This design comes from an exercise in tuning for small area on the open sky130 flow, not from production work. RTL that was checked went through simulation tests only; none was proved equivalent to the original. Only the layout flow was run in runs 1 and 2; the RTL was not checked for function there. Power figures rest on the tool's default switching activity, not on a simulated workload.

$ cat design/flow/design.v
package shooter_pkg;
    typedef logic [8:0] coord_t;
    typedef logic [2:0] lane_t;
    typedef logic [9:0] score_t;
    typedef logic [7:0] row_t;
    localparam int NUM_SLOTS = 5;
    localparam int   SPRITE_W = 19;
    localparam row_t FIELD_H        = 8'd200;
    localparam row_t BULLET_START_Y = 8'd40;
    localparam int BTN_UP    = 3;
    localparam int BTN_DOWN  = 2;
    localparam int BTN_FIRE  = 1;
    localparam int BTN_START = 0;
    function automatic coord_t lane_x(input lane_t l);
        lane_x = {2'b00, l[2] | (l[1] & l[0]), l[2] | (l[1] & ~l[0]),
                  |l, |l, l[1] ^ l[0], l[0], 1'b0};
    endfunction
    function automatic coord_t bullet_x(input lane_t l);
        bullet_x = {2'b00, l[2] | l[1], l[2] | l[0], l[2], l[2], ~l[1], ~l[0], 1'b1};
    endfunction
    function automatic logic [9:0] add10(input logic [9:0] a, input logic [9:0] b, input logic cin);
        logic c;
        c = cin;
        for (int i = 0; i < 10; i++) begin
            add10[i] = a[i] ^ b[i] ^ c;
            c        = (a[i] & b[i]) | (c & (a[i] ^ b[i]));
        end
    endfunction
endpackage
`timescale 1ns/1ps
module game_tick (
    input  logic                clk,
    input  logic                rstn,
    input  logic                active,
    input  logic                spawn_taken,
    input  shooter_pkg::lane_t  lane,
    output logic                tick,
    output logic                check_phase,
    output logic                spawn_phase,
    output logic                spawn_due,
    output shooter_pkg::lane_t  spawn_lane
);
    logic [4:0] cnt;
    logic       flag;
    logic [9:0] seed;
    logic [9:0] seed_next;
    logic [4:0] cnt_next;
    logic [5:0] nib_sum;
    assign tick        = (cnt[1:0] == 2'd0) && !flag;
    assign check_phase = (cnt[1:0] == 2'd1) && flag;
    assign spawn_phase = (cnt[1:0] == 2'd2) && flag;
    always_ff @(posedge clk) begin
        if (!rstn) begin
            cnt  <= '0;
            flag <= 1'b1;
        end else begin
            cnt <= cnt_next;
            case (cnt[1:0])
                2'd0:    flag <= tick && active;
                2'd1:    flag <= flag;
                default: flag <= 1'b0;
            endcase
        end
    end
    always_ff @(posedge clk) begin
        if (!rstn) begin
            spawn_due <= 1'b0;
            seed      <= '0;
        end else begin
            if (spawn_taken) begin
                spawn_due <= 1'b0;
            end
            if (tick) begin
                seed <= seed_next;
                if (cnt[4:2] == 3'd0) begin
                    spawn_due <= 1'b1;
                end
            end
        end
    end
    always_comb begin
        logic c;
        c = 1'b1;
        for (int i = 0; i < 5; i++) begin
            cnt_next[i] = cnt[i] ^ c;
            c           = c & cnt[i];
        end
    end
    always_comb begin
        logic [9:0] w, t, u, m1, m2;
        w  = shooter_pkg::add10(seed, 10'd13, 1'b0);
        t  = shooter_pkg::add10(w << 3, ~w, 1'b1);
        u  = shooter_pkg::add10(t << 5, ~(t << 1), 1'b1);
        m1 = lane[0] ? u : 10'd0;
        m2 = lane[2] ? (u << 2) : lane[1] ? (u << 1) : 10'd0;
        seed_next = shooter_pkg::add10(shooter_pkg::add10(t, m1, 1'b0), m2, 1'b0);
    end
    always_comb begin
        nib_sum = 6'(shooter_pkg::add10(shooter_pkg::add10({6'd0, seed[3:0]}, {6'd0, seed[7:4]}, 1'b0),
                                        {8'd0, seed[9:8]}, 1'b0));
        case (nib_sum)
            6'd0, 6'd5, 6'd10, 6'd15, 6'd20, 6'd25, 6'd30: spawn_lane = 3'd0;
            6'd1, 6'd6, 6'd11, 6'd16, 6'd21, 6'd26, 6'd31: spawn_lane = 3'd1;
            6'd2, 6'd7, 6'd12, 6'd17, 6'd22, 6'd27, 6'd32: spawn_lane = 3'd2;
            6'd3, 6'd8, 6'd13, 6'd18, 6'd23, 6'd28, 6'd33: spawn_lane = 3'd3;
            default:                                        spawn_lane = 3'd4;
        endcase
    end
endmodule
`timescale 1ns/1ps
module player_ctrl (
    input  logic                  clk,
    input  logic                  rstn,
    input  logic [3:0]            btn,
    input  logic                  player_hit,
    output logic                  restart,
    output logic                  active,
    output logic                  fire_req,
    output logic                  playing,
    output logic                  player_alive,
    output shooter_pkg::lane_t    lane
);
    assign restart  = btn[shooter_pkg::BTN_START] && !active;
    assign active   = playing && player_alive;
    assign fire_req = btn[shooter_pkg::BTN_FIRE] && active;
    always_ff @(posedge clk) begin
        if (!rstn) begin
            playing      <= 1'b0;
            player_alive <= 1'b1;
            lane         <= '0;
        end else if (restart) begin
            playing      <= 1'b1;
            player_alive <= 1'b1;
            lane         <= '0;
        end else if (active) begin
            if (player_hit) begin
                player_alive <= 1'b0;
            end
            if (btn[shooter_pkg::BTN_UP]) begin
                lane <= (lane == 3'd0) ? 3'd4 : lane - 1'b1;
            end else if (btn[shooter_pkg::BTN_DOWN]) begin
                lane <= (lane == 3'd4) ? 3'd0 : lane + 1'b1;
            end
        end
    end
endmodule
`timescale 1ns/1ps
module bullet_bank (
    input  logic                                   clk,
    input  logic                                   rstn,
    input  logic                                   restart,
    input  logic                                   fire_req,
    input  logic                                   step,
    input  shooter_pkg::lane_t                     lane,
    input  logic [shooter_pkg::NUM_SLOTS-1:0]      bullet_kill,
    output logic [shooter_pkg::NUM_SLOTS-1:0]      alive,
    output logic [shooter_pkg::NUM_SLOTS-1:0][2:0]                     b_lane,
    output logic [shooter_pkg::NUM_SLOTS-1:0][7:0]                      b_y
);
    localparam int N = shooter_pkg::NUM_SLOTS;
    logic [N-1:0] load;
    logic [N-1:0] leaving;
    logic [N-1:0][7:0] y_next;
    always_comb begin
        for (int i = 0; i < N; i++) begin
            logic c;
            c = step;
            for (int k = 0; k < 8; k++) begin
                y_next[i][k] = b_y[i][k] ^ c;
                c            = c & b_y[i][k];
            end
        end
    end
    always_comb begin
        for (int i = 0; i < N; i++) begin
            load[i] = fire_req && !alive[i];
            for (int j = 0; j < i; j++) begin
                if (!alive[j]) load[i] = 1'b0;
            end
        end
    end
    always_comb begin
        for (int i = 0; i < N; i++) begin
            leaving[i] = b_y[i][7] && b_y[i][6] && b_y[i][3];
        end
    end
    always_ff @(posedge clk) begin
        if (!rstn || restart) begin
            alive <= '0;
        end else begin
            alive <= (alive & ~bullet_kill & ~({N{step}} & leaving)) | load;
        end
    end
    always_ff @(posedge clk) begin
        for (int i = 0; i < N; i++) begin
            if (load[i]) begin
                b_y[i]    <= shooter_pkg::BULLET_START_Y;
                b_lane[i] <= lane;
            end else begin
                b_y[i]    <= y_next[i];
            end
        end
    end
endmodule
`timescale 1ns/1ps
module enemy_bank (
    input  logic                                   clk,
    input  logic                                   rstn,
    input  logic                                   restart,
    input  logic                                   step,
    input  logic                                   spawn_en,
    input  shooter_pkg::lane_t                     spawn_lane,
    input  logic [shooter_pkg::NUM_SLOTS-1:0]      enemy_kill,
    output logic [shooter_pkg::NUM_SLOTS-1:0]      alive,
    output logic [shooter_pkg::NUM_SLOTS-1:0][2:0]                     e_lane,
    output logic [shooter_pkg::NUM_SLOTS-1:0][7:0]                      e_y,
    output logic                                   spawn_taken
);
    localparam int N = shooter_pkg::NUM_SLOTS;
    logic [N-1:0] load;
    logic [N-1:0][7:0] y_next;
    always_comb begin
        for (int i = 0; i < N; i++) begin
            logic c;
            c = step;
            for (int k = 0; k < 8; k++) begin
                y_next[i][k] = e_y[i][k] ^ c;
                c            = c & ~e_y[i][k];
            end
        end
    end
    always_comb begin
        for (int i = 0; i < N; i++) begin
            load[i] = spawn_en && !alive[i];
            for (int j = 0; j < i; j++) begin
                if (!alive[j]) load[i] = 1'b0;
            end
        end
    end
    assign spawn_taken = spawn_en && !(&alive);
    always_ff @(posedge clk) begin
        if (!rstn || restart) begin
            alive <= '0;
        end else begin
            alive <= (alive & ~enemy_kill) | load;
        end
    end
    always_ff @(posedge clk) begin
        for (int i = 0; i < N; i++) begin
            if (load[i]) begin
                e_y[i]    <= shooter_pkg::FIELD_H;
                e_lane[i] <= spawn_lane;
            end else begin
                e_y[i]    <= y_next[i];
            end
        end
    end
endmodule
`timescale 1ns/1ps
module collision_unit (
    input  logic                                   clk,
    input  logic                                   rstn,
    input  logic                                   restart,
    input  logic                                   checking,
    input  shooter_pkg::lane_t                     p_lane,
    input  logic [shooter_pkg::NUM_SLOTS-1:0]      b_alive,
    input  logic [shooter_pkg::NUM_SLOTS-1:0][2:0]                     b_lane,
    input  logic [shooter_pkg::NUM_SLOTS-1:0][7:0]                      b_y,
    input  logic [shooter_pkg::NUM_SLOTS-1:0]      e_alive,
    input  logic [shooter_pkg::NUM_SLOTS-1:0][2:0]                     e_lane,
    input  logic [shooter_pkg::NUM_SLOTS-1:0][7:0]                      e_y,
    output logic [shooter_pkg::NUM_SLOTS-1:0]      bullet_kill,
    output logic [shooter_pkg::NUM_SLOTS-1:0]      enemy_kill,
    output logic                                   player_hit,
    output shooter_pkg::score_t                    score
);
    localparam int N = shooter_pkg::NUM_SLOTS;
    logic [N-1:0] hit_bullet;
    logic [N-1:0] hit_enemy;
    logic [N-1:0] crash_enemy;
    logic [2:0]   hit_cnt;
    logic [N-1:0] b_at40;
    logic [N-1:0] e_low;
    logic [N-1:0] e_at11;
    logic [N-1:0][7:0] b_top;
    logic [N-1:0][N-1:0] ov;
    function automatic logic le8(input logic [7:0] a, input logic [7:0] b);
        logic c;
        c = 1'b1;
        for (int i = 0; i < 8; i++) begin
            c = (~a[i] & b[i]) | ((~a[i] | b[i]) & c);
        end
        le8 = c;
    endfunction
    always_comb begin
        for (int b = 0; b < N; b++) begin
            b_at40[b] = (b_y[b] == 8'd40);
            b_top[b]  = 8'(shooter_pkg::add10({2'b00, b_y[b]}, 10'd14, 1'b0));
        end
        for (int e = 0; e < N; e++) begin
            e_low[e]  = (e_y[e][7:4] == 4'd0) && !(e_y[e][3] && e_y[e][2]);
            e_at11[e] = (e_y[e] == 8'd11);
        end
        for (int b = 0; b < N; b++) begin
            for (int e = 0; e < N; e++) begin
                ov[b][e] = b_alive[b] && e_alive[e] && (b_lane[b] == e_lane[e]) &&
                           le8(e_y[e], b_top[b]) && (!e_low[e] || (e_at11[e] && b_at40[b]));
            end
        end
    end
    always_comb begin
        logic found;
        hit_bullet  = '0;
        hit_enemy   = '0;
        for (int b = 0; b < N; b++) begin
            found = 1'b0;
            for (int e = 0; e < N; e++) begin
                if (!found && !hit_enemy[e] && ov[b][e]) begin
                    found         = 1'b1;
                    hit_bullet[b] = 1'b1;
                    hit_enemy[e]  = 1'b1;
                end
            end
        end
        begin
            logic s1, c1, s2, c2;
            s1 = hit_bullet[0] ^ hit_bullet[1] ^ hit_bullet[2];
            c1 = (hit_bullet[0] & hit_bullet[1]) | (hit_bullet[2] & (hit_bullet[0] ^ hit_bullet[1]));
            s2 = s1 ^ hit_bullet[3] ^ hit_bullet[4];
            c2 = (s1 & hit_bullet[3]) | (hit_bullet[4] & (s1 ^ hit_bullet[3]));
            hit_cnt = {c1 & c2, c1 ^ c2, s2};
        end
        for (int e = 0; e < N; e++) begin
            crash_enemy[e] = e_alive[e] && (e_y[e] == 8'd0 ||
                             (e_lane[e] == p_lane && e_y[e][7:5] == 3'd0 && !(&e_y[e][4:1])));
        end
    end
    assign bullet_kill = checking ? hit_bullet : '0;
    assign enemy_kill  = checking ? (hit_enemy | crash_enemy) : '0;
    assign player_hit  = checking && (|crash_enemy);
    always_ff @(posedge clk) begin
        if (!rstn || restart) begin
            score <= '0;
        end else if (checking) begin
            score <= shooter_pkg::add10(score, {7'd0, hit_cnt}, 1'b0);
        end
    end
endmodule
`timescale 1ns/1ps
module shooter_top #(
    parameter int TICK_CYCLES = 4,
    parameter int SPAWN_TICKS = 8
) (
    input  logic                                             clk,
    input  logic                                             rstn,
    input  logic [3:0]                                       btn,
    output logic                                             playing,
    output logic                                             player_alive,
    output shooter_pkg::coord_t                              player_x,
    output shooter_pkg::score_t                              score,
    output logic [shooter_pkg::NUM_SLOTS*shooter_pkg::SPRITE_W-1:0] bullets,
    output logic [shooter_pkg::NUM_SLOTS*shooter_pkg::SPRITE_W-1:0] enemies
);
    localparam int N = shooter_pkg::NUM_SLOTS;
    logic               tick;
    logic               check_phase;
    logic               spawn_phase;
    logic               spawn_due;
    logic               spawn_taken;
    shooter_pkg::lane_t spawn_lane;
    logic               restart;
    logic               active;
    logic               fire_req;
    shooter_pkg::lane_t lane;
    logic               step;
    logic               checking;
    logic               spawn_en;
    logic [N-1:0]       bullet_kill;
    logic [N-1:0]       enemy_kill;
    logic               player_hit;
    logic [N-1:0]       b_alive;
    logic [N-1:0][2:0] b_lane;
    logic [N-1:0][7:0] b_y;
    logic [N-1:0]       e_alive;
    logic [N-1:0][2:0] e_lane;
    logic [N-1:0][7:0] e_y;
    assign step     = tick && active;
    assign checking = check_phase;
    assign spawn_en = spawn_phase && active && spawn_due;
    game_tick u_game_tick (
        .clk         (clk),
        .rstn        (rstn),
        .active      (active),
        .spawn_taken (spawn_taken),
        .lane        (lane),
        .tick        (tick),
        .check_phase (check_phase),
        .spawn_phase (spawn_phase),
        .spawn_due   (spawn_due),
        .spawn_lane  (spawn_lane)
    );
    player_ctrl u_player_ctrl (
        .clk          (clk),
        .rstn         (rstn),
        .btn          (btn),
        .player_hit   (player_hit),
        .restart      (restart),
        .active       (active),
        .fire_req     (fire_req),
        .playing      (playing),
        .player_alive (player_alive),
        .lane         (lane)
    );
    bullet_bank u_bullet_bank (
        .clk         (clk),
        .rstn        (rstn),
        .restart     (restart),
        .fire_req    (fire_req),
        .step        (step),
        .lane        (lane),
        .bullet_kill (bullet_kill),
        .alive       (b_alive),
        .b_lane      (b_lane),
        .b_y         (b_y)
    );
    enemy_bank u_enemy_bank (
        .clk         (clk),
        .rstn        (rstn),
        .restart     (restart),
        .step        (step),
        .spawn_en    (spawn_en),
        .spawn_lane  (spawn_lane),
        .enemy_kill  (enemy_kill),
        .alive       (e_alive),
        .e_lane      (e_lane),
        .e_y         (e_y),
        .spawn_taken (spawn_taken)
    );
    collision_unit u_collision_unit (
        .clk         (clk),
        .rstn        (rstn),
        .restart     (restart),
        .checking    (checking),
        .p_lane      (lane),
        .b_alive     (b_alive),
        .b_lane      (b_lane),
        .b_y         (b_y),
        .e_alive     (e_alive),
        .e_lane      (e_lane),
        .e_y         (e_y),
        .bullet_kill (bullet_kill),
        .enemy_kill  (enemy_kill),
        .player_hit  (player_hit),
        .score       (score)
    );
    assign player_x = shooter_pkg::lane_x(lane);
    always_comb begin
        for (int i = 0; i < N; i++) begin
            bullets[i*shooter_pkg::SPRITE_W +: shooter_pkg::SPRITE_W] =
                {b_alive[i], shooter_pkg::bullet_x(b_lane[i]), 1'b0, b_y[i]};
            enemies[i*shooter_pkg::SPRITE_W +: shooter_pkg::SPRITE_W] =
                {e_alive[i], shooter_pkg::lane_x(e_lane[i]), 1'b0, e_y[i]};
        end
    end
endmodule
$ cat design/flow/run.sh
#!/bin/bash
# synth_recipe.tcl (not shown) runs the flow's synth.tcl, then flattens the netlist and writes it again
# the make line also repeats each setting of config.mk as NAME=value (left out here)
make -C /OpenROAD-flow-scripts/flow DESIGN_CONFIG=/design/flow/config.mk WORK_HOME=/design/flow/orfs CLKGATE_MAP_FILE= SYNTH_SCRIPT=/design/flow/synth_recipe.tcl finish
$ cat design/flow/config.mk
export PLATFORM = sky130hd
export DESIGN_NAME = shooter_top
export DESIGN_NICKNAME = shooter_top
export VERILOG_FILES = /design/flow/design.v
export SDC_FILE = /design/flow/constraint.sdc
export NUM_CORES = 4
export LEC_CHECK = 0
export CAP_MARGIN = 20
export CORE_MARGIN = 2
export CORE_UTILIZATION = 40
export SLEW_MARGIN = 20
$ cat design/flow/constraint.sdc
create_clock -name core_clock -period 25.0 [get_ports {clk}]
set_input_delay 5.0000 -clock core_clock [delete_from_list [all_inputs] [get_ports {clk}]]
set_output_delay 5.0000 -clock core_clock [all_outputs]
set_load 0.01 [all_outputs]
==> impl_results.md, run 1 <==
- Post-DRT Antenna Nets: 0
- Cell family with most CP delay: adder cells
- Worst Skew: 0.0150 ns
- YS warnings: 6
- Yosys reg bits: 152
- Worst setup SP type: register
- PostCTS Resize Cnt: 0
- Slowest cell on crit path: a2111oi_0
- WS Path Type: register to register
- RSZ-0062 raised after global routing: no
- Number of remaining DRC errors: 0
- Hold WC Path Type: register to register
- DR WL/cell: approximately 24 um
- # diodes: 0
- Filler cells: 3,389
- Required time worst endpoint: 25.32 ns
- Number of port buffers: 173
- Setup TNS Final: 0 ns
- Final setup violation count: 0
- Gr busiest metal: met2
- DIE WIDTH: 190 um
- Max_slew headroom: 32.1%
- Register area share after synthesis: 24.0%
- DR vias: 12,903
- Crit path buf inv count: 5
- Area of the core: 0.0344 sq mm
- Routability Congestion: 1.02
- Synthesized area: 0.0139 sq mm
- Peak VDD IR: 0.0623 mV
- Post-synthesis adder-cell area fraction: 20.6%
- First-pass GRT wire length: 79,800 um
- Combinational power share: about half
- Commonest non-fill, non-tap cell in the layout: clkdlybuf4s50_1
- Pleak: 6.95 nW
- Fraction of layout cells with a size suffix above 1: ~5.2%
- Root Driver: clkbuf_16
- Hold buffers post-CTS: 0
- Main synth FF type: dfxtp_1
- Max Buffers Root-to-Sink: 2
- Total number of placement rows: 68
- Fin. Hold Viols: 0
- Min Tclk post-route: 7.90 ns
- Pre-antenna DRT Iters: 6
- Total die area: around 0.036 sq mm
- CP Max Fanout: 8
- CTS tree: built
- Die Height: 190 um
- Count of flip-flops with a built-in enable after synthesis: 30
- Clk network pwr share: 20.3%
- Critical Path Max Stage Delay: 0.85 ns
- Design Power: 1.35 mW
- Postcts setup bufs: 0
- Synth Area in Simple Gates: a little under a fifth
- Period utilization: 31.6%
- Peak Freq: between 100 and 150 MHz
- GR Util met3: 4.95%
- Synth Area in XOR/XNOR: 7.49%
- Seq pwr share: between 30% and 40%
- Post-DR vias/cell: 5.77
- Worst-path clk slew: about 0.07 ns
- CTS buffer count: 17
- Synthesis-to-finish area growth: 16.0%
- Synth Area in Compound Gates: between 15 and 20%
- Net Sw Frac: between 40% and 50%
- PwrDens: 83.7 mW/mm^2
- Most frequent cells in the layout: 173 x clkdlybuf4s50_1, 168 x inv_1, 151 x ha_1
- Vias in the first global route: 12,060
- Largest family of logic cells by synthesized area: adder cells
- Final max-slew violation count: 0
- Max H-tree Level: 4
- NetSw: 0.615 mW
- Max_cap viols: 0
- Detail Placement HPWL: ~42,000 um
- Routing usage on met1: approximately two fifths
- Worst-Skew Late Latency: 0.45 ns
- WP data arrival: 8.22 ns
- Multiplexer share of the synthesized area: 0.225%
- Synth async-reset ratio: 0%
- Fin nets: 1,957
- Antenna violations before repair: 0
- DRT iter0 DRCs: 1,266
- Cell mode on critical path: ha_1
- Boundary Pins: ~220
- M2 GR Usage: about 48%
- Pin slew with the least headroom to its limit: 1.01 ns
- Post-Syn Instances: 1,695
- Grt total ovfl: 0
- Pin count of the biggest net entering global routing: 24
- Status: no timing/DRC/antenna violations
- Total wire length: 53,900 um
- Total Routing Usage GR: around 30%
- CP Capture Type: register
- Clk sinks: 152
- Pint: between 0.7 and 0.8 mW
- Initial Util: 40.4%
- Synth Area per Inst: about 8.2 sq um
- Distinct cell type count of the synthesized netlist: 97
==> cells in the mapped netlist (12+ instances only) <==
library cell,n,area (sq um)
edfxtp_1,30,901
and2_1,30,188
o221ai_1,12,105
a211oi_1,19,143
o22ai_1,20,125
nand3_1,38,190
nor2b_1,26,163
dfxtp_1,122,2440
nor2_1,96,360
o211ai_1,18,135
xor2_1,34,298
nand4_1,29,181
a21oi_1,73,365
nor3_1,22,110
buf_4,65,488
or2_2,30,188
clkbuf_1,90,338
xnor2_1,83,727
maj3_1,34,340
ha_1,151,1890
inv_1,168,631
or3_1,12,75.1
o21ai_0,65,325
nand2_1,143,537
nand2b_1,30,188
a31oi_1,13,81.3
fa_1,31,621
==> power groups by stage <==
stage | registers, mW | clock network (mW) | logic [mW]
after CTS | 0.408 | 0.276 | 0.654
final | 0.411 | 0.274 | 0.665
after detailed placement | 0.413 | 0 | 0.651
after global placement | 0.412 | 0 | 0.644
after global routing | 0.416 | 0.286 | 0.727
after floorplan | 0.353 | 0 | 0.465
==> metrics by stage <==
| step | setup WS (ns) | utilization, % | instances | hold slack (ns) | cell area (sq um) |
|---|---|---|---|---|---|
| after floorplan | 18.23 | - | 1736 | 0.440 | 14100 |
| after global placement | 17.37 | 45.2 | 2205 | 0.455 | 15500 |
| after detailed placement | 17.20 | 45.2 | 2205 | 0.467 | 15500 |
| after CTS | 17.16 | 46.9 | 2237 | 0.477 | 16100 |
| after global routing | 16.56 | 46.9 | 2237 | 0.492 | 16100 |
| final | 17.10 | 46.9 | 2237 | 0.469 | 16100 |
==> final timing paths <==
path                                   start                         end  slack [ns]  depth (start not counted)
setup / recovery        u_bullet_bank.b_y[1]   u_collision_unit.score[9]       17.10                         33
hold / removal    u_player_ctrl.player_alive  u_player_ctrl.player_alive        0.47                          2
setup reg to reg        u_bullet_bank.b_y[1]   u_collision_unit.score[9]       17.10                         33
hold reg to reg   u_player_ctrl.player_alive  u_player_ctrl.player_alive        0.47                          2
==> cells by family after synthesis <==
kind of cell             count (synthesis)
XOR/XNOR                               118
adder cells (fa/ha/maj)                217
other                                    2
multiplexers                             3
AND/OR/NAND/NOR                        506
buffers and inverters                  343
AO/OA/AOI/OAI                          354
flip-flops                             152
==> registers in the layout, indices dropped and copies added, names as in the netlist <==
register and count:
u_player_ctrl.player_alive 1, u_player_ctrl.playing 1, u_player_ctrl.lane 3, u_game_tick.cnt 5, u_collision_unit.score 10, u_enemy_bank.e_lane 15
u_game_tick.seed 10, u_game_tick.flag 1, u_game_tick.spawn_due 1, u_bullet_bank.b_lane 15, u_enemy_bank.alive 5, u_enemy_bank.e_y 40
u_bullet_bank.alive 5, u_bullet_bank.b_y 40
==> area by class of cell <==
| type | instances | area [sq um] | share of cell area (%) |
|---|---|---|---|
| Sequential cell | 152 | 3340 | 20.7 |
| Clock inverter | 8 | 109 | 0.675 |
| Inverter | 173 | 649 | 4.03 |
| Tap cell | 455 | 569 | 3.53 |
| Clock buffer | 24 | 493 | 3.06 |
| Multi-Input combinational cell | 1241 | 9150 | 56.7 |
| Timing Repair Buffer | 184 | 1810 | 11.2 |
==> tightest hold or removal path: stages (launching register included) <==
cell     delay (ns)
dfxtp_1        0.32
nand2_1        0.06
nand2_1        0.05
==> metal layers <==
| metal | share of wire [%] | wire length [um] | up-vias |
|---|---|---|---|
| li1 | - | - | 5932 |
| met1 | 43 | 23200 | 6174 |
| met2 | 45 | 24400 | 672 |
| met3 | 7.4 | 3980 | 125 |
| met4 | 4.4 | 2350 | 0 |
| met5 | 0 | 0 | - |
==> run 2, diff against run 1 <==
==> design/flow/flow/run.sh (new file) <==
#!/bin/bash
# The standard layout, with the port buffers made from the smallest buffer cell
# (every input and output port still gets its own buffer). make's output goes to
# flow_make.log here; each ORFS step keeps its own log under orfs/logs/.
set -euo pipefail
export BUFFER_PORTS_ARGS="-buffer_cell sky130_fd_sc_hd__buf_1"
bash standard.sh > flow_make.log 2>&1
==> design/flow/standard.sh (new file) <==
#!/bin/bash
# synth_recipe.tcl (not shown) runs the flow's synth.tcl, then flattens the netlist and writes it again
# the make line also repeats each setting of config.mk as NAME=value (left out here)
make -C /OpenROAD-flow-scripts/flow DESIGN_CONFIG=/design/flow/config.mk WORK_HOME=/design/flow/orfs CLKGATE_MAP_FILE= SYNTH_SCRIPT=/design/flow/synth_recipe.tcl "${@:-finish}"
--- a/design/flow/config.mk
+++ b/design/flow/config.mk
@@ -6,6 +6,8 @@
 export NUM_CORES = 4
 export LEC_CHECK = 0
+export ABC_AREA = 1
 export CAP_MARGIN = 20
 export CORE_MARGIN = 2
 export CORE_UTILIZATION = 40
+export CTS_BUF_LIST = sky130_fd_sc_hd__clkbuf_4 sky130_fd_sc_hd__clkbuf_8
 export SLEW_MARGIN = 20
removed: design/flow/run.sh
==> run 2 against run 1 <==
  * Critical path depth down 29
  * Routed wire length down 0.34%
  * Synthesized area down 2.6%
  * Utilization down 3.2 points
  * Via count up 7.2%
  * Cell area down 9.4%
  * Fmax up 5.5%
  * Power up 0.65%
  * Register-to-register slack better by 1.1 ns
  * Non-clock buffer count up 2
  * First-iteration DRC count up 10%
==> impl_results.md, run 2 <==
- Worst setup SP type: register (unchanged)
- First-pass GRT wire length: 80,800 um (was 79,800 um)
- Pin count of the biggest net entering global routing: 22 (was 24)
- DP Area: 0.0142 sq mm (was 0.0155 sq mm)
- Total Routing Usage GR: 30.6% (was 29.7%)
- Slowest cell on crit path: dfxtp_1 (was a2111oi_0)
- Synth async-reset ratio: 0% (unchanged)
- Clk sinks: 152 (unchanged)
- Number of port buffers: 173 (unchanged)
- DR WL/cell: 21.9 um (was 24.1 um)
- Fin. Hold Viols: 0 (unchanged)
- Vias in the first global route: 13,018 (was 12,060)
- PostCTS Resize Cnt: 0 (unchanged)
- CTS buffer count: 17 (unchanged)
- Grt total ovfl: 0 (unchanged)
- Post-DRT Antenna Nets: 0 (unchanged)
- Reg2reg start: u_bullet_bank.b_y[1] (unchanged)
- Synth Area per Inst: 7.25 sq um (was 8.20 sq um)
- Boundary Pins: 217 (unchanged)
- Critical Path Max Stage Delay: 0.95 ns (was 0.85 ns)
- Setup TNS Final: 0 ns (unchanged)
- Required time worst endpoint: 20.00 ns (was 25.32 ns)
- Hold buffers post-CTS: 0 (unchanged)
- DRT iter0 DRCs: 1,392 (was 1,266)
- Distinct cell type count of the synthesized netlist: 53 (was 97)
- Postcts setup bufs: 0 (unchanged)
- Yosys reg bits: 152 (unchanged)
- Most frequent cells in the layout: 351 x nand2_1, 292 x inv_1, 173 x buf_1 (was 173 x clkdlybuf4s50_1, 168 x inv_1, 151 x ha_1)
- Max H-tree Level: 4 (unchanged)
- Post-DR vias/cell: 5.65 (was 5.77)
- Antenna violations before repair: 1 (was 0)
- Fin nets: 2,175 (was 1,957)
- Min Tclk post-route: 7.48 ns (was 7.90 ns)
- Max_slew headroom: 22.1% (was 32.1%)
- YS warnings: 6 (unchanged)
- Synthesized area: 0.0135 sq mm (was 0.0139 sq mm)
- Final setup violation count: 0 (unchanged)
- RSZ-0062 raised after global routing: no (unchanged)
- CTS tree: built (unchanged)
- Fraction of layout cells with a size suffix above 1: 6.95% (was 5.16%)
- Count of flip-flops with a built-in enable after synthesis: 30 (unchanged)
- Commonest cells post-synth: 351 x nand2_1, 292 x inv_1, 151 x ha_1 (was 168 x inv_1, 151 x ha_1, 143 x nand2_1)
- CP startpoint: u_player_ctrl.lane[0] (was u_bullet_bank.b_y[1])
- Worst Skew: 0.0297 ns (was 0.0150 ns)
- DIE WIDTH: 188 um (was 190 um)
- WS Path Type: register to primary output (was register to register)
- Top flop regs: u_bullet_bank.b_y: 40 flops, u_enemy_bank.e_y: 40 flops (unchanged)
- CP Capture Type: primary output (was register)
- Pre-antenna DRT Iters: 6 (unchanged)
- Pin slew with the least headroom to its limit: 1.14 ns (was 1.01 ns)
- CP Max Fanout: 20 (was 8)
- Max_cap viols: 0 (unchanged)
- Pleak: 6.97 nW (was 6.95 nW)
- Routability Congestion: 1.01 (was 1.02)
- Number of remaining DRC errors: 0 (unchanged)
- Most frequent cell after synthesis: nand2_1 (was inv_1)
- Layout Cells excl Fill: 2,449 (was 2,237)
- Setup WS pre-CTS: 18.07 ns (was 17.20 ns)
- Detail Placement HPWL: 42,300 um (was 42,200 um)
- Final max-slew violation count: 0 (unchanged)
- Commonest non-fill, non-tap cell in the layout: nand2_1 (was clkdlybuf4s50_1)
- Synthesis-to-finish area growth: 7.95% (was 16.0%)
- Total wire length: 53,700 um (was 53,900 um)
- Synth top area cells: dfxtp_1 18%, ha_1 14%, nand2_1 9.7% (was dfxtp_1 18%, ha_1 14%, edfxtp_1 6.5%)
- DR vias: 13,829 (was 12,903)
- Initial Util: 40.5% (was 40.4%)
- Peak VDD IR: 0.0535 mV (was 0.0623 mV)
- Fin worst setup slack: 17.52 ns (was 17.10 ns)
- Max Buffers Root-to-Sink: 2 (unchanged)
- PwrDens: 93.0 mW/mm^2 (was 83.7 mW/mm^2)
- Main synth FF type: dfxtp_1 (unchanged)
- Total die area: 0.0353 sq mm (was 0.0363 sq mm)
- Peak Freq: 134 MHz (was 127 MHz)
- Die Height: 188 um (was 190 um)
- Cell chain of the critical path: inv_1 -> ha_1 -> or2_2 -> buf_1
- Area of the core: 0.0334 sq mm (was 0.0344 sq mm)
- Finished layout cell area: 0.0146 sq mm (was 0.0161 sq mm)
- Register area share after synthesis: 24.7% (was 24.0%)
- Status: no timing/DRC/antenna violations (unchanged)
- Cell taking the most area after synthesis: dfxtp_1 (unchanged)
- Worst Hold Launch: u_collision_unit.score[9] (was u_player_ctrl.player_alive)
- Root Driver: clkbuf_8 (was clkbuf_16)
- Hold WC Path Type: register to register (unchanged)
- Synth top area share: 18.0% (was 17.6%)
- Worst-path clk slew: 0.09 ns (was 0.07 ns)
- Design Power: 1.36 mW (was 1.35 mW)
- Post-Syn Instances: 1,867 (was 1,695)
- Worst-Skew Late Latency: 0.53 ns (was 0.45 ns)
- Period utilization: 29.9% (was 31.6%)
- WP data arrival: 2.48 ns (was 8.22 ns)
- # placed instances: 2,416 (was 2,205)
- Total number of placement rows: 67 (was 68)
==> run 2: cell count changes after synthesis, sizes merged, moves of 41 or more <==
cell and change:
o22ai +85, inv +142, xnor2 -57, nand3 +41
clkbuf -63, nand2 +216
==> run 2: worst max-delay path: cells and delay by family (launching register included) <==
kind,cells,cell delay (ns)
adder cells (fa/ha/maj),1,0.29
buffers and inverters,2,0.47
flip-flops,1,0.95
AND/OR/NAND/NOR,1,0.27
==> run 2: routing by layer <==
layer  wire [um]  global-route usage, %  part of all wire (%)  vias up
met3        5320                   6.38                   9.9       94
met1       23600                   42.3                    44     6569
li1            -                      -                     -     6392
met5           0                      0                     0        -
met2       22900                   46.3                    43      774
met4        1860                   12.1                   3.5        0
==> run 2: path summary, 6_finish.rpt <==
| check | end | slack (ns) | cells past startpoint |
|---|---|---|---|
| worst max-delay path | player_x[5] | 17.52 | 4 |
| worst min-delay path | u_collision_unit.score[9] | 0.47 | 1 |
| worst max register to register | u_collision_unit.score[9] | 18.25 | 37 |
| worst min register to register | u_collision_unit.score[9] | 0.47 | 1 |
==> run 2: power breakdown <==
part	switching, mW	internal [mW]
Combinational	0.478	0.265
Clock	0.113	0.0819
Sequential	0.119	0.302
Total	0.710	0.649
==> run 2: metrics by stage <==
stage	hold slack, ns	utilization, %
after global routing	0.492	43.7
after floorplan	0.433	-
after global placement	0.446	42.5
after detailed placement	0.445	42.5
after CTS	0.462	43.7
final	0.468	43.7
==> run 2: cells by family after synthesis <==
family	Yosys count	share of synthesized area, %
flip-flops	152	24.7
AO/OA/AOI/OAI	388	18.1
other	2	0.0555
XOR/XNOR	37	2.39
adder cells (fa/ha/maj)	182	18.5
buffers and inverters	447	14.8
AND/OR/NAND/NOR	659	21.5
==> run 2: area by class of cell <==
cell class	count	area [sq um]
clock inverters	14	138
inverters	321	1200
clock buffers	18	241
flip-flops and latches	152	3340
well taps	448	561
repair buffers	186	747
multi-input cells	1309	8380
fillers	3558	18800
diodes	1	2.50
==> run 3, diff against run 2 <==
--- a/design/flow/design.v
+++ b/design/flow/design.v
@@ -310,17 +310,17 @@
     end
     always_comb begin
-        logic found;
-        hit_bullet  = '0;
-        hit_enemy   = '0;
+        logic [N-1:0] avail, m, pick, seen;
+        avail = '1;
         for (int b = 0; b < N; b++) begin
-            found = 1'b0;
+            m    = ov[b] & avail;
+            seen = '0;
             for (int e = 0; e < N; e++) begin
-                if (!found && !hit_enemy[e] && ov[b][e]) begin
-                    found         = 1'b1;
-                    hit_bullet[b] = 1'b1;
-                    hit_enemy[e]  = 1'b1;
-                end
+                pick[e] = m[e] & ~|seen;
+                seen[e] = m[e];
             end
+            hit_bullet[b] = |m;
+            avail = avail & ~pick;
         end
+        hit_enemy = ~avail;
         begin
             logic s1, c1, s2, c2;
==> design/flow/flow/run.sh (replaced) <==
#!/bin/bash
# The standard layout with two changes:
#  - synthesis maps the logic with flow/area.abc (an area-oriented ABC script, without the
#    delay-driven buffering and upsizing of ORFS's default script); everything else in
#    synthesis, including the register mapping, is the standard flow's own synth_recipe.tcl
#  - the port buffers are made from the smallest buffer cell (every input and output port
#    still gets its own buffer)
# make's output goes to flow_make.log here; each ORFS step keeps its own log under orfs/logs/.
set -euo pipefail
here=$(pwd)
{
  echo 'proc abc {args} {'
  echo '  set i [lsearch $args -script]'
  echo "  if {\$i >= 0} { lset args [expr {\$i + 1}] {$here/flow/area.abc} }"
  echo '  yosys abc {*}$args'
  echo '}'
  cat synth_recipe.tcl
} > area_synth.tcl
sed "s#SYNTH_SCRIPT=[^ ]*synth_recipe.tcl#SYNTH_SCRIPT=$here/area_synth.tcl#" standard.sh > area_standard.sh
grep -q "SYNTH_SCRIPT=$here/area_synth.tcl" area_standard.sh
export BUFFER_PORTS_ARGS="-buffer_cell sky130_fd_sc_hd__buf_1"
bash area_standard.sh > flow_make.log 2>&1
==> design/flow/flow/area.abc (new file) <==
strash
dch -f
amap
topo
==> run 3 against run 2 <==
  * Still clean
  * Count of clock-buffer cells in the layout decreased by 1
  * Synthesized area decreased by 8.3%
  * Clock skew decreased by 0.00054 ns
  * Hold slack got worse by 0.0052 ns
  * Sequential power decreased by 8.1%
  * Via count decreased by 4.2%
  * Power decreased by 11%
==> impl_results.md, run 3 <==
- Pleak: 5.23 nW (was 6.97 nW)
- Area of the core: 0.0306 sq mm (was 0.0334 sq mm)
- Reg2reg start: u_bullet_bank.b_y[1] (unchanged)
- Grt total ovfl: 0 (unchanged)
- Synthesis-to-finish area growth: 10.9% (was 7.95%)
- R2r endpoint: u_collision_unit.score[8] (was u_collision_unit.score[9])
- Slowest cell on crit path: dfxtp_1 (unchanged)
- PwrDens: 87.6 mW/mm^2 (was 93.0 mW/mm^2)
- Antenna violations before repair: 1 (unchanged)
- Routability Congestion: 1.00 (was 1.01)
- Synth top area cells: dfxtp_1 20%, ha_1 15%, edfxtp_1 7.3% (was dfxtp_1 18%, ha_1 14%, nand2_1 9.7%)
- Boundary Pins: 217 (unchanged)
- Hold buffers post-CTS: 0 (unchanged)
- Max H-tree Level: 4 (unchanged)
- WP data arrival: 8.07 ns (was 2.48 ns)
- Pin count of the biggest net entering global routing: 24 (was 22)
- Worst-path clk slew: 0.11 ns (was 0.09 ns)
- Post-DR vias/cell: 6.17 (was 5.65)
- Final setup violation count: 0 (unchanged)
- YS warnings: 6 (unchanged)
- Hold WC Path Type: register to register (unchanged)
- Pin slew with the least headroom to its limit: 1.10 ns (was 1.14 ns)
- Design Power: 1.21 mW (was 1.36 mW)
- Fin worst setup slack: 17.32 ns (was 17.52 ns)
- Final max-slew violation count: 0 (unchanged)
- CTS tree: built (unchanged)
- Initial Util: 40.6% (was 40.5%)
- Post-DRT Antenna Nets: 0 (unchanged)
- Combinational power share: 50.0% (was 54.7%)
- Required time worst endpoint: 25.39 ns (was 20.00 ns)
- Post-Syn Instances: 1,555 (was 1,867)
- RSZ-0062 raised after global routing: no (unchanged)
- NetSw: 0.604 mW (was 0.710 mW)
- R2R Setup Slk: 17.32 ns (was 18.25 ns)
- Net Sw Frac: 50.1% (was 52.2%)
- Total Routing Usage GR: 29.5% (was 30.6%)
- Register area share after synthesis: 26.9% (was 24.7%)
- Main synth FF type: dfxtp_1 (unchanged)
- Fraction of layout cells with a size suffix above 1: 2.63% (was 6.95%)
- Die Height: 180 um (was 188 um)
- Max_cap viols: 0 (unchanged)
- Postcts setup bufs: 0 (unchanged)
- Critical Path Max Stage Delay: 0.52 ns (was 0.95 ns)
- Cell family with most CP delay: adder cells (was flip-flops)
- Fin util: 45.0% (was 43.7%)
- Cell taking the most area after synthesis: dfxtp_1 (unchanged)
- Layout Cells excl Fill: 2,145 (was 2,449)
- WS Path Type: register to register (was register to primary output)
- Yosys reg bits: 152 (unchanged)
- PostCTS Resize Cnt: 0 (unchanged)
- CTS buffer count: 17 (unchanged)
- CP endpoint: u_collision_unit.score[8] (was player_x[5])
- Commonest non-fill, non-tap cell in the layout: nor2_1 (was nand2_1)
- Synth async-reset ratio: 0% (unchanged)
- Fin. Hold Viols: 0 (unchanged)
- Worst Skew: 0.0291 ns (was 0.0297 ns)
- Worst hold stages: 1 (unchanged)
- Total die area: 0.0325 sq mm (was 0.0353 sq mm)
- First-pass GRT wire length: 74,400 um (was 80,800 um)
- Worst Hold Slack: 0.462 ns (was 0.468 ns)
- Vias in the first global route: 12,483 (was 13,018)
- Peak VDD IR: 0.0487 mV (was 0.0535 mV)
- CP startpoint: u_bullet_bank.b_y[1] (was u_player_ctrl.lane[0])
- DRT iter0 DRCs: 1,578 (was 1,392)
- CP Capture Type: register (was primary output)
- Clk network pwr share: 17.9% (was 14.3%)
- Root Driver: clkbuf_8 (unchanged)
- Most frequent cells in the layout: 209 x nor2_1, 207 x clkinv_1, 173 x buf_1 (was 351 x nand2_1, 292 x inv_1, 173 x buf_1)
- Clk sinks: 152 (unchanged)
- Total number of placement rows: 64 (was 67)
- Synthesized area: 0.0124 sq mm (was 0.0135 sq mm)
- # placed instances: 2,112 (was 2,416)
- Number of port buffers: 173 (unchanged)
- CP Max Fanout: 9 (was 20)
- Worst-Skew Late Latency: 0.51 ns (was 0.53 ns)
- Detail Placement HPWL: 37,700 um (was 42,300 um)
- DR vias: 13,242 (was 13,829)
- Synth top area share: 19.7% (was 18.0%)
- Pre-antenna DRT Iters: 8 (was 6)
- Worst setup SP type: register (unchanged)
- Pint: 0.602 mW (was 0.649 mW)
- DP Area: 0.0133 sq mm (was 0.0142 sq mm)
- Number of remaining DRC errors: 0 (unchanged)
- Min Tclk post-route: 7.68 ns (was 7.48 ns)
- Most frequent cell after synthesis: nor2_1 (was nand2_1)
- Period utilization: 30.7% (was 29.9%)
- Fin nets: 1,923 (was 2,175)
- DIE WIDTH: 180 um (was 188 um)
- FF-to-FF path depth: 39 (was 37)
- Setup TNS Final: 0 ns (unchanged)
- Max_slew headroom: 25.8% (was 22.1%)
- Cell mode on critical path: ha_1
- Synth Area per Inst: 7.99 sq um (was 7.25 sq um)
- Setup WS pre-CTS: 17.48 ns (was 18.07 ns)
- Total wire length: 49,000 um (was 53,700 um)
- Crit path buf inv count: 6 (was 2)
- Max Buffers Root-to-Sink: 2 (unchanged)
- Count of flip-flops with a built-in enable after synthesis: 30 (unchanged)
- Top flop regs: u_bullet_bank.b_y: 40 flops, u_enemy_bank.e_y: 40 flops (unchanged)
- WP depth: 39 (was 4)
- Seq pwr share: 32.1% (was 31.0%)
- Status: no timing/DRC/antenna violations (unchanged)
- Peak Freq: 130 MHz (was 134 MHz)
- Commonest cells post-synth: 209 x nor2_1, 206 x clkinv_1, 151 x ha_1 (was 351 x nand2_1, 292 x inv_1, 151 x ha_1)
- Distinct cell type count of the synthesized netlist: 49 (was 53)
- DR WL/cell: 22.9 um (was 21.9 um)
- Finished layout cell area: 0.0138 sq mm (was 0.0146 sq mm)
## run 3: power by group through the flow
stage	sequential, mW	combinational, mW	clock (mW)
floorplan	0.361	0.410	0
global placement	0.386	0.588	0
detailed placement	0.387	0.587	0
CTS	0.381	0.591	0.217
global route	0.388	0.671	0.226
finish	0.387	0.602	0.216
## run 3: per-layer routing
layer | wire (um) | share of wire, % | track usage [%] | up-vias
met1 | 20600 | 42 | 40.0 | 6294
met4 | 2540 | 5.2 | 14.8 | 0
met5 | 0 | 0 | 0 | -
met3 | 4710 | 9.6 | 5.56 | 171
met2 | 21200 | 43 | 44.9 | 783
li1 | - | - | - | 5994
## run 3: layout make-up
cell class	instances	area, sq um
Antenna cell	1	2.50
Clock buffer	17	234
Clock inverter	15	183
Fill cell	3144	16800
Inverter	206	773
Multi-Input combinational cell	1173	8000
Sequential cell	152	3340
Tap cell	396	495
Timing Repair Buffer	185	739
## run 3: how the worst min path moves through the flow
stage | startpoint | end | slack (ns)
floorplan | u_game_tick.cnt[0] | u_game_tick.cnt[0] | 0.42
global placement | u_game_tick.cnt[0] | u_game_tick.cnt[0] | 0.44
detailed placement | u_game_tick.cnt[0] | u_game_tick.cnt[0] | 0.45
CTS | u_game_tick.cnt[0] | u_game_tick.cnt[0] | 0.47
global route | u_game_tick.cnt[0] | u_game_tick.cnt[0] | 0.49
finish | u_game_tick.cnt[0] | u_game_tick.cnt[0] | 0.46
## run 3: cells by family after synthesis
kind of cell	count (synthesis)	synth area share (%)
other	2	0.0605
adder cells (fa/ha/maj)	182	20.2
AO/OA/AOI/OAI	494	26.2
buffers and inverters	271	10.2
XOR/XNOR	2	0.141
AND/OR/NAND/NOR	452	16.4
flip-flops	152	26.9
## run 3: worst reg2reg max path: cells and delay by family (launching register included)
| family | cells | cell delay [ns] |
|---|---|---|
| adder cells (fa/ha/maj) | 15 | 3.36 |
| AND/OR/NAND/NOR | 10 | 1.63 |
| AO/OA/AOI/OAI | 8 | 1.29 |
| buffers and inverters | 6 | 0.74 |
| flip-flops | 1 | 0.52 |
==> run 4, diff against run 3 <==
==> design/flow/flow/area.abc (replaced) <==
strash
&get -n
&deepsyn -T 60
&dch -f
&nf -R 1000 -p -a
&put
topo
--- a/design/flow/config.mk
+++ b/design/flow/config.mk
@@ -11,3 +11,4 @@
 export CORE_UTILIZATION = 40
 export CTS_BUF_LIST = sky130_fd_sc_hd__clkbuf_4 sky130_fd_sc_hd__clkbuf_8
+export CTS_CLUSTER_SIZE = 10
 export SLEW_MARGIN = 20
==> run 4 against run 3 <==
  * Still clean on timing, DRC and antenna
  * Sequential share of layout area increased by 0.17 points
  * Clock power increased by 6%
  * Global-route usage down 0.16 points
  * Sequential cell count did not move
  * First-iteration DRC count is 6.1% lower
  * Count of clock-buffer cells in the layout unchanged
  * Final cell count decreased by 5.7%
  * Hold slack worse by 0.020 ns
  * Largest power group unchanged
==> impl_results.md, run 4 <==
- Yosys reg bits: 152 (unchanged)
- Fin nets: 1,801 (was 1,923)
- Max_cap viols: 0 (unchanged)
- Post-DRT Antenna Nets: 0 (unchanged)
- PostCTS Resize Cnt: 0 (unchanged)
- Max_slew headroom: 23.9% (was 25.8%)
- Synth Area in Compound Gates: 24.9% (was 26.2%)
- Cell family with most CP delay: adder cells (unchanged)
- Register area share after synthesis: 27.3% (was 26.9%)
- Commonest non-fill, non-tap cell in the layout: buf_1 (was nor2_1)
- # placed instances: 1,990 (was 2,112)
- Clk network pwr share: 16.3% (was 17.9%)
- CP Max Fanout: 10 (was 9)
- Post-synthesis adder-cell area fraction: 20.8% (was 20.2%)
- Pin count of the biggest net entering global routing: 22 (was 24)
- Postcts setup bufs: 0 (unchanged)
- Clk sinks: 152 (unchanged)
- Boundary Pins: 217 (unchanged)
- Grt total ovfl: 0 (unchanged)
- WS Path Type: register to register (unchanged)
- Period utilization: 31.2% (was 30.7%)
- Critical Path Max Stage Delay: 0.62 ns (was 0.52 ns)
- Post-DR vias/cell: 6.00 (was 6.17)
- Worst Skew: 0.0235 ns (was 0.0291 ns)
- DP Area: 0.0132 sq mm (was 0.0133 sq mm)
- First-pass GRT wire length: 70,000 um (was 74,400 um)
- Peak VDD IR: 0.126 mV (was 0.0487 mV)
- WP depth: 32 (was 39)
- Detail Placement HPWL: 36,000 um (was 37,700 um)
- Synth top area share: 20.0% (was 19.7%)
- Worst-path clk slew: 0.10 ns (was 0.11 ns)
- Root Driver: clkbuf_8 (unchanged)
- Max H-tree Level: 4 (unchanged)
- CP endpoint: u_collision_unit.score[8] (unchanged)
- Total Routing Usage GR: 29.4% (was 29.5%)
- Reg2reg start: u_bullet_bank.b_y[1] (unchanged)
- R2R Setup Slk: 17.21 ns (was 17.32 ns)
- CP startpoint: u_bullet_bank.b_y[1] (unchanged)
- Most frequent cells in the layout: 173 x buf_1, 166 x clkinv_1, 151 x ha_1 (was 209 x nor2_1, 207 x clkinv_1, 173 x buf_1)
- Pre-antenna DRT Iters: 6 (was 8)
- Slowest cell on crit path: a2111oi_0 (was dfxtp_1)
- Count of flip-flops with a built-in enable after synthesis: 30 (unchanged)
- Min Tclk post-route: 7.79 ns (was 7.68 ns)
- Die Height: 179 um (was 180 um)
- DRT iter0 DRCs: 1,481 (was 1,578)
- Pint: 0.723 mW (was 0.602 mW)
- Setup TNS Final: 0 ns (unchanged)
- Filler cells: 3,021 (was 3,144)
- DR vias: 12,141 (was 13,242)
- Synth Area in Simple Gates: 14.3% (was 16.4%)
- RSZ-0062 raised after global routing: no (unchanged)
- Worst setup SP type: register (unchanged)
- Initial Util: 40.3% (was 40.6%)
- Layout Cells excl Fill: 2,022 (was 2,145)
- CP Capture Type: register (unchanged)
- Total number of placement rows: 64 (unchanged)
- Cell mode on critical path: ha_1 (unchanged)
- Worst Hold Slack: 0.442 ns (was 0.462 ns)
- Multiplexer share of the synthesized area: 0.0920% (was 0%)
- Distinct cell type count of the synthesized netlist: 56 (was 49)
- Post-Syn Instances: 1,424 (was 1,555)
- Hold buffers post-CTS: 0 (unchanged)
- Number of remaining DRC errors: 0 (unchanged)
- CTS tree: built (unchanged)
- # diodes: 0 (was 1)
- Net Sw Frac: 48.3% (was 50.1%)
- Fraction of layout cells with a size suffix above 1: 3.38% (was 2.63%)
- YS warnings: 6 (unchanged)
- Seq pwr share: 29.4% (was 32.1%)
- Largest family of logic cells by synthesized area: compound AO/OA/AOI/OAI gates (unchanged)
- Hold WC Path Type: register to register (unchanged)
- Top flop regs: u_bullet_bank.b_y: 40 flops, u_enemy_bank.e_y: 40 flops (unchanged)
- Antenna violations before repair: 0 (was 1)
- Routability Congestion: 0.967 (was 1.00)
- Number of port buffers: 173 (unchanged)
- Synthesized area: 0.0122 sq mm (was 0.0124 sq mm)
- Total die area: 0.0320 sq mm (was 0.0325 sq mm)
- Pin slew with the least headroom to its limit: 1.13 ns (was 1.10 ns)
- FF-to-FF path depth: 32 (was 39)
- Worst-Skew Late Latency: 0.47 ns (was 0.51 ns)
- Commonest cells post-synth: 166 x clkinv_1, 151 x ha_1, 122 x dfxtp_1 (was 209 x nor2_1, 206 x clkinv_1, 151 x ha_1)
- WP data arrival: 8.15 ns (was 8.07 ns)
- Synth async-reset ratio: 0% (unchanged)
- Area of the core: 0.0303 sq mm (was 0.0306 sq mm)
- Peak Freq: 128 MHz (was 130 MHz)
- Main synth FF type: dfxtp_1 (unchanged)
- Pleak: 5.38 nW (was 5.23 nW)
- Vias in the first global route: 10,965 (was 12,483)
- Cell taking the most area after synthesis: dfxtp_1 (unchanged)
- Fin worst setup slack: 17.21 ns (was 17.32 ns)
- Synth Area in XOR/XNOR: 3.44% (was 0.141%)
- Total wire length: 47,400 um (was 49,000 um)
- Max Buffers Root-to-Sink: 2 (unchanged)
- DR WL/cell: 23.5 um (was 22.9 um)
- Final max-slew violation count: 0 (unchanged)
- NetSw: 0.675 mW (was 0.604 mW)
- Synth top area cells: dfxtp_1 20%, ha_1 15%, edfxtp_1 7.4% (was dfxtp_1 20%, ha_1 15%, edfxtp_1 7.3%)
- Synthesis-to-finish area growth: 11.7% (was 10.9%)
- Worst hold stages: 1 (unchanged)
- DIE WIDTH: 179 um (was 180 um)
- Final setup violation count: 0 (unchanged)
- Fin. Hold Viols: 0 (unchanged)
- Crit path buf inv count: 6 (unchanged)
- Status: no timing/DRC/antenna violations (unchanged)
- Most frequent cell after synthesis: clkinv_1 (was nor2_1)
- Required time worst endpoint: 25.36 ns (was 25.39 ns)
- CTS buffer count: 17 (unchanged)
- R2r endpoint: u_collision_unit.score[8] (unchanged)
- Setup WS pre-CTS: 17.37 ns (was 17.48 ns)
- Combinational power share: 54.3% (was 50.0%)
- Synth Area per Inst: 8.59 sq um (was 7.99 sq um)
- Finished layout cell area: 0.0137 sq mm (was 0.0138 sq mm)
- PwrDens: 102 mW/mm^2 (was 87.6 mW/mm^2)
-- run 4: cell count changes in the layout (fill, tap and decap cells not counted), moves of 21 or more --
cell	before	now
clkinv_1	207	166
o21ai_0	100	60
nor2_1	209	65
xnor2_1	0	35
o221ai_1	56	23
and2_0	1	26
nand2_1	87	108
-- run 4: final cells by class --
| type | instances | area (sq um) | area share [%] |
|---|---|---|---|
| Sequential cell | 152 | 3340 | 24.5 |
| Inverter | 166 | 623 | 4.56 |
| Tap cell | 396 | 495 | 3.62 |
| Timing Repair Buffer | 194 | 807 | 5.90 |
| Clock buffer | 17 | 234 | 1.71 |
| Multi-Input combinational cell | 1082 | 7940 | 58.1 |
| Clock inverter | 15 | 224 | 1.64 |
-- run 4: worst min path at each step --
stage                        startpoint               endpoint  slack [ns]
floorplan            u_game_tick.cnt[2]  u_game_tick.spawn_due        0.43
global placement    u_game_tick.seed[3]    u_game_tick.seed[3]        0.44
detailed placement   u_game_tick.cnt[2]  u_game_tick.spawn_due        0.45
CTS                  u_game_tick.cnt[2]  u_game_tick.spawn_due        0.44
global route         u_game_tick.cnt[2]  u_game_tick.spawn_due        0.46
finish               u_game_tick.cnt[2]  u_game_tick.spawn_due        0.44
-- run 4: cell families (layout without fill, tap and decap cells) --
| kind of cell | after synthesis | in the layout |
|---|---|---|
| xor gates and xnor gates | 48 | 48 |
| buffers and inverters | 231 | 392 |
| AOI/OAI and AO/OA | 450 | 450 |
| muxes | 1 | 1 |
| other | 2 | 43 |
| adders and majority gates | 186 | 186 |
| and+or+nand+nor | 354 | 354 |
| DFF | 152 | 152 |
-- run 4: through the flow --
stage                     util (%)  total power [mW]
after floorplan                  -             0.913
after global placement        43.5              1.15
after detailed placement      43.5              1.16
after CTS                     45.0              1.39
after global routing          45.0              1.50
final                         45.0              1.40
-- run 4: per-layer routing --
layer | GRT usage (%) | vias to the layer above | routed length (um)
met2 | 43.6 | 776 | 20300
met3 | 6.36 | 87 | 5200
met1 | 42.1 | 5701 | 20600
met4 | 9.35 | 0 | 1350
li1 | - | 5577 | -
met5 | 0 | - | 0
-- run 4: worst register-to-register path, delay by kind of cell, from the launching register on --
| family | cells | cell delay, ns |
|---|---|---|
| AO/OA/AOI/OAI | 8 | 2.34 |
| XOR/XNOR | 1 | 0.10 |
| adder cells (fa/ha/maj) | 16 | 3.86 |
| buffers and inverters | 6 | 0.75 |
| flip-flops | 1 | 0.51 |
| AND/OR/NAND/NOR | 1 | 0.15 |
-- run 4: power groups by stage --
stage | clock network (mW) | registers [mW] | logic, mW
detailed placement | 0 | 0.411 | 0.747
finish | 0.228 | 0.411 | 0.759
global route | 0.242 | 0.415 | 0.842
global placement | 0 | 0.410 | 0.735
CTS | 0.232 | 0.406 | 0.752
floorplan | 0 | 0.387 | 0.526
==> run 5, diff against run 4 <==
--- a/design/flow/config.mk
+++ b/design/flow/config.mk
@@ -10,5 +10,4 @@
 export CORE_MARGIN = 2
 export CORE_UTILIZATION = 40
-export CTS_BUF_LIST = sky130_fd_sc_hd__clkbuf_4 sky130_fd_sc_hd__clkbuf_8
-export CTS_CLUSTER_SIZE = 10
+export CTS_BUF_LIST = sky130_fd_sc_hd__clkbuf_8
 export SLEW_MARGIN = 20
==> run 5 against run 4 <==
  * Sequential power hardly changed
  * Synthesized area stayed put
  * Critical endpoint unchanged
  * First-iteration DRC count unchanged
  * Register-to-register slack is essentially flat
  * Critical path type unchanged
  * Still clean
  * Routed wire length unchanged
  * Fmax stayed put
  * Largest power group unchanged
  * Die area stayed put
==> impl_results.md, run 5 <==
- Status: no timing/DRC/antenna violations (unchanged)
- Synth top area share: 20.0% (unchanged)
- Pleak: 5.38 nW (unchanged)
- FF-to-FF path depth: 32 (unchanged)
- Count of flip-flops with a built-in enable after synthesis: 30 (unchanged)
- Max H-tree Level: 4 (unchanged)
- Post-synthesis adder-cell area fraction: 20.8% (unchanged)
- Total number of placement rows: 64 (unchanged)
- WP data arrival: 8.15 ns (about the same)
- DIE WIDTH: 179 um (unchanged)
- Total Routing Usage GR: 29.4% (unchanged)
- Synth top area cells: dfxtp_1 20%, ha_1 15%, edfxtp_1 7.4% (unchanged)
- YS warnings: 6 (unchanged)
- Pre-antenna DRT Iters: 6 (unchanged)
- Post-DRT Antenna Nets: 0 (unchanged)
- Max_cap viols: 0 (unchanged)
- Worst hold endpoint: u_game_tick.spawn_due (unchanged)
- Top flop regs: u_bullet_bank.b_y: 40 flops, u_enemy_bank.e_y: 40 flops (unchanged)
- Synth Area per Inst: 8.59 sq um (unchanged)
- Die Height: 179 um (unchanged)
- Hold WC Path Type: register to register (unchanged)
- Clk sinks: 152 (unchanged)
- CP Capture Type: register (unchanged)
- CP startpoint: u_bullet_bank.b_y[1] (unchanged)
- Most frequent cells in the layout: 173 x buf_1, 166 x clkinv_1, 151 x ha_1 (unchanged)
- Post-Syn Instances: 1,424 (unchanged)
- Hold buffers post-CTS: 0 (unchanged)
- CP Max Fanout: 10 (unchanged)
- Reg2reg start: u_bullet_bank.b_y[1] (unchanged)
- R2r endpoint: u_collision_unit.score[8] (unchanged)
- DR WL/cell: 23.5 um (unchanged)
- Number of port buffers: 173 (unchanged)
- Vias in the first global route: 10,965 (unchanged)
- Final max-slew violation count: 0 (unchanged)
- Required time worst endpoint: 25.36 ns (about the same)
- Distinct cell type count of the synthesized netlist: 56 (unchanged)
- Pin slew with the least headroom to its limit: 1.13 ns (unchanged)
- Worst hold stages: 1 (unchanged)
- Synth Area in Compound Gates: 24.9% (unchanged)
- Yosys reg bits: 152 (unchanged)
- Fraction of layout cells with a size suffix above 1: 3.38% (unchanged)
- Number of remaining DRC errors: 0 (unchanged)
- Synthesized area: 0.0122 sq mm (unchanged)
- Fin util: 45.0% (unchanged)
- Critical Path Max Stage Delay: 0.62 ns (about the same)
- Peak VDD IR: 0.126 mV (unchanged)
- Synthesis-to-finish area growth: 11.7% (unchanged)
- RSZ-0062 raised after global routing: no (unchanged)
- Multiplexer share of the synthesized area: 0.0920% (unchanged)
- CTS tree: built (unchanged)
- DR vias: 12,141 (unchanged)
- Most frequent cell after synthesis: clkinv_1 (unchanged)
- Boundary Pins: 217 (unchanged)
- R2R Setup Slk: 17.21 ns (about the same)
- Peak Freq: 128 MHz (unchanged)
- Max_slew headroom: 23.9% (unchanged)
- Commonest non-fill, non-tap cell in the layout: buf_1 (unchanged)
- First-pass GRT wire length: 70,000 um (unchanged)
- Fin nets: 1,801 (unchanged)
- Worst-path clk slew: 0.10 ns (about the same)
- Antenna violations before repair: 0 (unchanged)
- WS Path Type: register to register (unchanged)
- Grt total ovfl: 0 (unchanged)
- Slowest cell on crit path: a2111oi_0 (unchanged)
- Fin worst setup slack: 17.21 ns (unchanged)
- Worst Skew: 0.0235 ns (unchanged)
- Setup WS pre-CTS: 17.37 ns (unchanged)
- Setup TNS Final: 0 ns (unchanged)
- Worst setup SP type: register (unchanged)
- Cell taking the most area after synthesis: dfxtp_1 (unchanged)
- Cell mode on critical path: ha_1 (unchanged)
- Total wire length: 47,400 um (unchanged)
- Max Buffers Root-to-Sink: 2 (unchanged)
- Period utilization: 31.2% (unchanged)
- Largest family of logic cells by synthesized area: compound AO/OA/AOI/OAI gates (unchanged)
- Design Power: 1.40 mW (unchanged)
- Area of the core: 0.0303 sq mm (unchanged)
- DRT iter0 DRCs: 1,481 (unchanged)
- CTS buffer count: 17 (unchanged)
- Post-DR vias/cell: 6.00 (unchanged)
- Routability Congestion: 0.967 (unchanged)
- # diodes: 0 (unchanged)
- Register area share after synthesis: 27.3% (unchanged)
- Final setup violation count: 0 (unchanged)
- Initial Util: 40.3% (unchanged)
- Commonest cells post-synth: 166 x clkinv_1, 151 x ha_1, 122 x dfxtp_1 (unchanged)
- Synth async-reset ratio: 0% (unchanged)
- Total die area: 0.0320 sq mm (unchanged)
- Fin. Hold Viols: 0 (unchanged)
- Min Tclk post-route: 7.79 ns (unchanged)
- PwrDens: 102 mW/mm^2 (unchanged)
- Synth Area in Simple Gates: 14.3% (unchanged)
- Postcts setup bufs: 0 (unchanged)
- Worst-Skew Late Latency: 0.47 ns (about the same)
- Main synth FF type: dfxtp_1 (unchanged)
- Synth Area in XOR/XNOR: 3.44% (unchanged)
- Worst Hold Launch: u_game_tick.cnt[2] (unchanged)
- Root Driver: clkbuf_8 (unchanged)
- Detail Placement HPWL: 36,000 um (unchanged)
- Pin count of the biggest net entering global routing: 22 (unchanged)
- PostCTS Resize Cnt: 0 (unchanged)
## run 5: cell type report
class | count | area (sq um)
clock inverter | 15 | 224
multi-input combinational | 1082 | 7940
fill | 3021 | 16700
tap | 396 | 495
inverter | 166 | 623
timing repair buffer | 194 | 807
clock buffer | 17 | 234
sequential | 152 | 3340
## run 5: power breakdown
part	leakage, nW	internal, mW	switching [mW]
sequential	1.27	0.304	0.107
combinational	3.87	0.306	0.453
clock	0.233	0.113	0.115
## run 5: cell families (layout without fill, tap and decap cells)
kind of cell / Yosys count / count (layout)
AO/OA/AOI/OAI: 450 / 450
XOR/XNOR: 48 / 48
adder cells (fa/ha/maj): 186 / 186
buffers and inverters: 231 / 392
flip-flops: 152 / 152
multiplexers: 1 / 1
other: 2 / 43
AND/OR/NAND/NOR: 354 / 354
## run 5: worst max-delay path by stage
stage,end,slack [ns],depth (start not counted)
final,u_collision_unit.score[8],17.21,32
after global routing,u_collision_unit.score[8],16.62,33
after CTS,u_collision_unit.score[8],17.32,32
after detailed placement,u_collision_unit.score[8],17.37,32
after global placement,u_collision_unit.score[8],17.43,32
after floorplan,u_collision_unit.score[8],17.85,31
## run 5: through the flow
| stage | cell area, sq um | std cells | hold slack (ns) |
|---|---|---|---|
| after floorplan | 12400 | 1465 | 0.427 |
| after global placement | 13200 | 1990 | 0.443 |
| after detailed placement | 13200 | 1990 | 0.454 |
| after CTS | 13700 | 2022 | 0.445 |
| after global routing | 13700 | 2022 | 0.458 |
| final | 13700 | 2022 | 0.442 |
## run 5: per-layer routing
metal / up-vias / share of wire (%) / track usage [%] / routed length, um
li1: 5577 / - / - / -
met1: 5701 / 43 / 42.1 / 20600
met2: 776 / 43 / 43.6 / 20300
met3: 87 / 11 / 6.36 / 5200
met4: 0 / 2.8 / 9.35 / 1350
met5: - / 0 / 0 / 0
## run 5: worst max-delay path: cells and delay by family, from the launching register on
family,cells,cell delay (ns)
xor gates and xnor gates,1,0.10
buffers and inverters,6,0.75
adders and majority gates,16,3.86
DFF,1,0.51
and+or+nand+nor,1,0.15
AOI/OAI and AO/OA,8,2.33

==> afterwards: timing with drivers on the ports <==
The results above use ideal ports. As a check the final layouts listed here were re-extracted and re-timed, cells and wires unchanged. Step 1: set_driving_cell puts a clkbuf_16 on clk and a buf_2 on each other input, an assumption about the parent block. Step 2 times the ports against the registers' clock, not the clock port: input delays grow and output delays shrink by t, the midpoint of the rising clock arrivals with the driver on. a / b / c = no drivers / after step 1 / after step 2; a / b = the first two.
run | shift t [ns] | slack for setup (ns) | clock arrival spread, ns | slew at the worst register clock pin (ns)
run 1 | 0.490 | 17.100 / 17.100 / 17.100 | 0.017 / 0.017 | 0.07 / 0.07
run 2 | 0.561 | 17.516 / 17.467 / 18.028 | 0.030 / 0.029 | 0.11 / 0.11
run 3 | 0.544 | 17.324 / 17.324 / 17.324 | 0.029 / 0.029 | 0.12 / 0.12
run 4 | 0.504 | 17.209 / 17.209 / 17.209 | 0.024 / 0.024 | 0.11 / 0.11
run 5 | 0.504 | 17.209 / 17.209 / 17.209 | 0.024 / 0.024 | 0.11 / 0.11
After both steps setup and hold are still met in every run listed.
